Source: an optimization exercise on an open RTL-to-GDS flow (aim: small area, a short achievable clock period and few clock cycles). Production flows keep margins and buffers that such runs may drop.
Function was checked by simulation only, so behaviour that the tests miss may differ from the original.
Power is estimated from default activity; no workload was simulated.

Design matmul_top, start of the top module:
module matmul_top #(
  parameter int ADDR_W = 16
) (
  input  logic                          clk,
  input  logic                          reset_n,
  input  logic                          dut_valid,
  output logic                          dut_ready,
  output logic [ADDR_W-1:0]             input_read_address,
  input  matmul_pkg::sram_word_u        input_read_data,
  output logic [ADDR_W-1:0]             weight_read_address,
  input  matmul_pkg::sram_word_u        weight_read_data,
  output logic                          result_write_enable,
  output logic [ADDR_W-1:0]             result_write_address,
  output logic [matmul_pkg::DATA_W-1:0] result_write_data
);
For scale: about 400 flip-flops, about 25000 µm² of cells after synthesis.
Settings: LEC_CHECK=0, CAP_MARGIN=20, CORE_MARGIN=2, CORE_UTILIZATION=40, CTS_CLUSTER_DIAMETER=120, CTS_CLUSTER_SIZE=22, SLEW_MARGIN=20, SYNTH_HIERARCHICAL=1; clock period 11.0 ns.
standard.sh (not shown) runs the stock make flow with config.mk's settings and CLKGATE_MAP_FILE= SYNTH_SCRIPT=/design/flow/synth_recipe.tcl, a recipe that flattens the netlist after the stock synthesis.
==> flow/flow/run.sh <==
#!/bin/bash
# Standard ORFS layout at the design's clock and constraints, with faster
# port buffers and timing repair aimed below the clock period.
set -euo pipefail
bash standard.sh \
  "BUFFER_PORTS_ARGS=-buffer_cell sky130_fd_sc_hd__buf_2" \
  SETUP_SLACK_MARGIN=7.4 \
  TNS_END_PERCENT=100 \
  finish > standard_flow.log 2>&1
Testbench counts at the start, summed over its fixed seeds: cycles 33,512.
Then changed:
==> flow/flow/run.sh (replaced) <==
#!/bin/bash
# Standard ORFS layout at the design's clock and constraints, with faster
# port buffers, a clock tree with fewer branch buffers, and timing repair
# aimed below the clock period.
set -euo pipefail
bash standard.sh \
  "BUFFER_PORTS_ARGS=-buffer_cell sky130_fd_sc_hd__buf_2" \
  "CTS_ARGS=-sink_clustering_enable -repair_clock_nets -sink_clustering_size 22 -sink_clustering_max_diameter 120 -branching_point_buffers_distance 2000 -distance_between_buffers 2000" \
  SETUP_SLACK_MARGIN=7.8 \
  TNS_END_PERCENT=100 \
  finish > standard_flow.log 2>&1
Global-route usage went up by 0.65 points.
Wire length went up by 7.1%.
Register-to-register slack is better by 0.34 ns.
Fmax went up by 7.9%.

matmul_top again, from the RTL that the note above started with.
Settings: LEC_CHECK=0, CAP_MARGIN=20, CORE_MARGIN=2, CORE_UTILIZATION=40, CTS_CLUSTER_DIAMETER=120, CTS_CLUSTER_SIZE=22, SLEW_MARGIN=20, SYNTH_HIERARCHICAL=1; clock period 11.0 ns.
==> flow/flow/run.sh <==
#!/bin/bash
# Standard ORFS layout at the design's clock and constraints, with faster
# port buffers and timing repair aimed below the clock period.
set -euo pipefail
bash standard.sh \
  "BUFFER_PORTS_ARGS=-buffer_cell sky130_fd_sc_hd__buf_4" \
  SETUP_SLACK_MARGIN=7.8 \
  TNS_END_PERCENT=100 \
  finish > standard_flow.log 2>&1
Testbench counts at the start, summed over its fixed seeds: cycles 33,512.
Change:
--- a/flow/flow/run.sh
+++ b/flow/flow/run.sh
@@ -6,2 +6,2 @@
-  "BUFFER_PORTS_ARGS=-buffer_cell sky130_fd_sc_hd__buf_4" \
-  SETUP_SLACK_MARGIN=7.8 \
+  "BUFFER_PORTS_ARGS=-buffer_cell sky130_fd_sc_hd__buf_2" \
+  SETUP_SLACK_MARGIN=7.6 \
- The changed run finished with timing, DRC and antenna clean
- clock power is about the same
- clock-buffer cell count goes up by 2
- core utilization goes down by 2.9 points
Change:
--- a/flow/flow/run.sh
+++ b/flow/flow/run.sh
@@ -7 +7 @@
-  SETUP_SLACK_MARGIN=7.6 \
+  SETUP_SLACK_MARGIN=7.8 \
Routed wire length increases by 8.2%.
Final cell count increases by 2.2%.
Final area increases by 6.1%.
Synthesized area stays the same.
Fmax increases by 2.7%.
Change:
--- a/flow/flow/run.sh
+++ b/flow/flow/run.sh
@@ -7 +7 @@
-  SETUP_SLACK_MARGIN=7.8 \
+  SETUP_SLACK_MARGIN=7.0 \
=>
- The new run went through all stages and came out clean
- first-iteration DRC count came out lower by about 30%
- fmax came out lower by about 13%
- final area came out lower by 6.6%
- non-clock buffer count came out lower by 71
- clock-buffer cell count came out higher by 1
- via count came out lower by about 3%
- wire length came out lower by 8.2%
- die area stays the same
- worst hold slack gains 20 ps

JK:
matmul_top, a different RTL version from the one above (not shown whole).
Size: roughly 2300 cells after synthesis, ~150 I/O pins, about 0.025 sq mm of cells after synthesis.
clock: 11.0 ns
lec_check: 0
cap_margin: 20
core_margin: 2
core_utilization: 40
cts_cluster_diameter: 120
cts_cluster_size: 22
slew_margin: 20
synth_hierarchical: 1
==> flow/flow/run.sh <==
#!/bin/bash
# Standard ORFS layout at the design's clock and constraints, with faster
# port buffers and timing repair aimed below the clock period.
set -euo pipefail
bash standard.sh \
  "BUFFER_PORTS_ARGS=-buffer_cell sky130_fd_sc_hd__buf_2" \
  SETUP_SLACK_MARGIN=7.6 \
  TNS_END_PERCENT=100 \
  finish > standard_flow.log 2>&1
Per the final summary, JK finished and its layout is clean on timing, DRC and antenna.
Testbench counts of JK, summed over its fixed seeds: cycles 33,512.
For MS, these inputs were changed with respect to JK:
diff --git a/flow/flow/run.sh b/flow/flow/run.sh
--- a/flow/flow/run.sh
+++ b/flow/flow/run.sh
@@ -5,5 +5,5 @@
 bash standard.sh \
   "BUFFER_PORTS_ARGS=-buffer_cell sky130_fd_sc_hd__buf_2" \
-  SETUP_SLACK_MARGIN=7.6 \
+  SETUP_SLACK_MARGIN=7.65 \
   TNS_END_PERCENT=100 \
   finish > standard_flow.log 2>&1
### Flow results
- Between JK and MS, the difference in power share of the sequential group is negligible.
- Clock distribution area overhead in the final layout came out lower on MS than on JK.
- Fmax was higher in MS than in JK.
- Relative to JK, the final cell area reported for MS is higher.
- MS vs. JK: first-pass GRT wire length held steady; minimum hold slack shrank by 3.0 ps; proportion of cell area occupied by registers held steady.

## oak
Starting RTL as in the previous note.
Settings: LEC_CHECK=0, CAP_MARGIN=20, CORE_MARGIN=2, CORE_UTILIZATION=40, CTS_CLUSTER_DIAMETER=120, CTS_CLUSTER_SIZE=22, SLEW_MARGIN=20, SYNTH_HIERARCHICAL=1; clock period 11.0 ns.
==> flow/flow/run.sh <==
#!/bin/bash
# Standard ORFS layout at the design's clock and constraints, with faster
# port buffers and timing repair aimed below the clock period.
set -euo pipefail
bash standard.sh \
  "BUFFER_PORTS_ARGS=-buffer_cell sky130_fd_sc_hd__buf_2" \
  SETUP_SLACK_MARGIN=7.65 \
  TNS_END_PERCENT=60 \
  finish > standard_flow.log 2>&1
oak ended with every stage complete and zero timing, DRC or antenna violations.
Testbench counts of oak, summed over its fixed seeds: cycles 33,512.
Input-level comparison between pine and oak:
diff --git a/flow/flow/run.sh b/flow/flow/run.sh
--- a/flow/flow/run.sh
+++ b/flow/flow/run.sh
@@ -6,4 +6,4 @@
   "BUFFER_PORTS_ARGS=-buffer_cell sky130_fd_sc_hd__buf_2" \
-  SETUP_SLACK_MARGIN=7.65 \
-  TNS_END_PERCENT=60 \
+  SETUP_SLACK_MARGIN=7.72 \
+  TNS_END_PERCENT=100 \
   finish > standard_flow.log 2>&1
### Flow results
After detailed routing, oak needs less wire than pine. Relative to oak, the count of vias placed by the detailed router measured on pine has increased by a few percent. Between pine and oak, it is pine whose wire length of the first global-routing pass is higher, by about 1.5%. Going from oak to pine, worst setup slack shows an increase of 0.075 ns; sequential share of power shows a reduction of 0.3 points.

static timing again, ports no longer ideal:
The flow's constraints put no driver on any port. The routed layouts listed below were extracted and timed again, unchanged, in two steps. Step 1, drivers: a clkbuf_16 drives clk and a buf_2 each remaining input, both assumed. Step 2, shift: input delay + t, output delay - t, t = (earliest + latest rising clock arrival at the registers) / 2. This alone moves slack from input paths to output paths. a / b / c = ideal ports / drivers / drivers and shift; a / b = the first two.
run	t (ns)	setup slack, ns	clock arrival spread, ns	worst register clock-pin slew, ns	pins driven straight from the clock port
the first run of note 1	0.619	7.474 / 7.418 / 7.100	0.017 / 0.018	0.10 / 0.10	1
the second run of note 1	0.621	7.733 / 7.669 / 7.268	0.032 / 0.032	0.10 / 0.10	1
the first run of note 2	0.621	7.748 / 7.687 / 7.284	0.027 / 0.026	0.10 / 0.10	1
the second run of note 2	0.615	7.644 / 7.585 / 7.197	0.040 / 0.041	0.11 / 0.11	1
the third run of note 2	0.621	7.733 / 7.669 / 7.268	0.032 / 0.032	0.10 / 0.10	1
the fourth run of note 2	0.621	7.264 / 7.264 / 6.791	0.023 / 0.023	0.11 / 0.11	1
JK	0.624	7.646 / 7.583 / 7.268	0.026 / 0.026	0.10 / 0.10	1
MS	0.617	7.687 / 7.629 / 7.243	0.029 / 0.029	0.11 / 0.11	1
oak	0.614	7.662 / 7.603 / 7.231	0.026 / 0.026	0.11 / 0.11	1
pine	0.623	7.737 / 7.676 / 7.270	0.037 / 0.037	0.10 / 0.10	1
After both steps every run listed still meets setup and hold. The setup slack of the fourth run of note 2, which loses most, moves by 0.000 ns with the drivers and by -0.473 ns with both steps.
